Context: an optimization exercise on an open-source flow, tuned for a short achievable clock period and low power. The choices shown serve that exercise and are no tape-out recipe.
In this exercise RTL edits were held to simulation tests only and were not proved equivalent to the original.
Power and IR drop assume default switching activity.

## cpu_top
module cpu_top (
    input  logic       clk,
    input  logic       arst_n,
    input  logic       instr_valid,
    input  logic [6:0] opcode,
    input  logic [7:0] literal,
    output logic [7:0] reg_a,
    output logic [7:0] reg_b,
    output logic [3:0] flags      
);
    localparam logic [2:0] F_ADD = 3'd0, F_SUB = 3'd1, F_AND = 3'd2, F_OR = 3'd3,
                           F_XOR = 3'd4, F_NOT = 3'd5, F_SHL = 3'd6, F_SHR = 3'd7;
    logic       k_main;       
    logic       k_mem;        
    logic       k_wr;         
    logic       d_b;          
    logic [2:0] fn;           
    logic       x_a, x_b, x_one;    
    logic       y_b, y_l;           
    logic [2:0] mfn;          
    logic [1:0] wfn;          
    always_comb begin
        k_main = 1'b0; k_mem = 1'b0; k_wr = 1'b0;
        d_b = 1'b0; fn = F_ADD;
        x_a = 1'b0; x_b = 1'b0; x_one = 1'b0;
        y_b = 1'b0; y_l = 1'b0;
        mfn = F_ADD; wfn = 2'd0;
        if (opcode <= 7'h1B && !(opcode[4:2] == 3'b101)) begin
            k_main = 1'b1;
            d_b    = opcode[0];
            case (opcode[4:2])
                3'b000:  fn = F_ADD;    
                3'b001:  fn = F_ADD;
                3'b010:  fn = F_SUB;
                3'b011:  fn = F_AND;
                3'b100:  fn = F_OR;
                default: fn = F_XOR;    
            endcase
            if (opcode[4:2] == 3'b000) begin
                case (opcode[1:0])
                    2'd0:    y_b = 1'b1;
                    2'd1:    x_a = 1'b1;
                    default: y_l = 1'b1;
                endcase
            end else begin
                case (opcode[1:0])
                    2'd0, 2'd1: begin x_a = 1'b1; y_b = 1'b1; end
                    2'd2:       begin x_a = 1'b1; y_l = 1'b1; end
                    default:    begin x_b = 1'b1; y_l = 1'b1; end
                endcase
            end
        end else if ((opcode >= 7'h14 && opcode <= 7'h17) ||
                     (opcode >= 7'h1C && opcode <= 7'h23)) begin
            k_main = 1'b1;
            d_b    = opcode[1];
            x_a    = !opcode[0];
            x_b    = opcode[0];
            if (opcode[5])           fn = F_SHR;
            else if (opcode[3])      fn = F_SHL;
            else                     fn = F_NOT;
        end else begin
            case (opcode)
  ...
==> flow/config.mk <==
export PLATFORM = sky130hd
export DESIGN_NAME = cpu_top
export DESIGN_NICKNAME = cpu_top
export VERILOG_FILES = /design/flow/design.v
export SDC_FILE = /design/flow/constraint.sdc
export NUM_CORES = 4
export LEC_CHECK = 0
export ABC_CLOCK_PERIOD_IN_PS = 3500
export CAP_MARGIN = 20
export CORE_MARGIN = 2
export CORE_UTILIZATION = 40
export CTS_BUF_LIST = sky130_fd_sc_hd__clkbuf_16
export CTS_CLUSTER_DIAMETER = 200
export CTS_CLUSTER_SIZE = 20
export SETUP_SLACK_MARGIN = 3.5
export SLEW_MARGIN = 20
export TNS_END_PERCENT = 5
==> flow/constraint.sdc <==
create_clock -name core_clock -period 7.0 [get_ports {clk}]
set_input_delay 1.4000 -clock core_clock [delete_from_list [all_inputs] [get_ports {clk}]]
set_output_delay 1.4000 -clock core_clock [all_outputs]
set_load 0.01 [all_outputs]
standard.sh (not shown) runs the stock make flow with config.mk's settings and CLKGATE_MAP_FILE= SYNTH_SCRIPT=/design/flow/synth_recipe.tcl, a recipe that flattens the netlist after the stock synthesis.
==> flow/flow/run.sh <==
#!/bin/bash
# Own layout flow: the standard synthesis, then the combinational logic
# re-mapped onto simple cells (registers kept as synthesised), then the
# standard ORFS layout from that netlist.
set -euo pipefail
WORK=$(pwd)
R=$WORK/orfs/results/${FLOW_PLATFORM}/cpu_top/base
LIB=$FLOW_HOME/platforms/sky130hd/lib/sky130_fd_sc_hd__tt_025C_1v80.lib

bash standard.sh synth > $WORK/1_standard_synth.log 2>&1

cp $R/1_2_yosys.v $WORK/standard_netlist.v
printf 'set_driving_cell sky130_fd_sc_hd__buf_1\nset_load 5\n' > $WORK/remap.constr
IN=$WORK/standard_netlist.v OUT=$WORK/remapped.v STAT=$WORK/remap_stat.txt \
  LIB=$LIB SEQ=$WORK/flow/seq.txt DONT=$WORK/flow/dontuse.txt TOP=$FLOW_TOP \
  ABC_D=${REMAP_ABC_D:-2000} CONSTR=$WORK/remap.constr \
  ABC_SCRIPT=$FLOW_HOME/scripts/abc_speed.script \
  yosys -c $WORK/flow/remap.tcl > $WORK/2_remap.log 2>&1

cp $WORK/remapped.v $R/1_2_yosys.v
rm -f $R/1_synth.odb $R/1_synth.sdc
touch $R/1_2_yosys.v $R/1_2_yosys.sdc

bash standard.sh > $WORK/3_layout.log 2>&1
Other scripts of this flow, unchanged in this note and not shown: flow/flow/dontuse.txt, flow/flow/remap.tcl, flow/flow/seq.txt
Change:
- CELL_PAD_IN_SITES_DETAIL_PLACEMENT: not set -> 1
- CELL_PAD_IN_SITES_GLOBAL_PLACEMENT: not set -> 1
- PLACE_DENSITY: not set -> 0.45
What happened:
- sequential share of layout area is lower by 1.1 points
- sequential power is about the same
- power is higher by about 3%
- cell count is higher by about 0.9%
- via count is higher by 3.3%
- register-to-register slack loses 0.21 ns
- design area is higher by about 3.4%
- worst setup slack loses 0.010 ns

==> static timing again, ports no longer ideal <==
In the flow no input, the clock included, has a driving cell. The finished layouts below were timed again as built, in two steps. Step 1 assumes that a clkbuf_16 drives the clock port and a buf_2 every other input. Step 2 adds t to the input delays and takes it off the output delays; t is the mean of the earliest and latest rising clock arrival at the registers after step 1. Input paths then give back, and output paths get back, about the clock's delay inside the block. Slacks: no drivers / after step 1 / after step 2; pairs: no drivers / after step 1.
run | shift t [ns] | slack for setup (ns) | worst setup path at the end | clock arrival spread, ns | pins driven straight from the clock port
the first run | 1.092 | 2.307 / 2.048 / 0.956 | input to register | 0.122 / 0.122 | 1
the second run | 1.080 | 2.296 / 2.042 / 0.962 | input to register | 0.108 / 0.108 | 1
After both steps setup and hold are still met in every run listed. The setup slack of the first run, which loses most, moves by -0.259 ns with the drivers and by -1.351 ns with both steps.
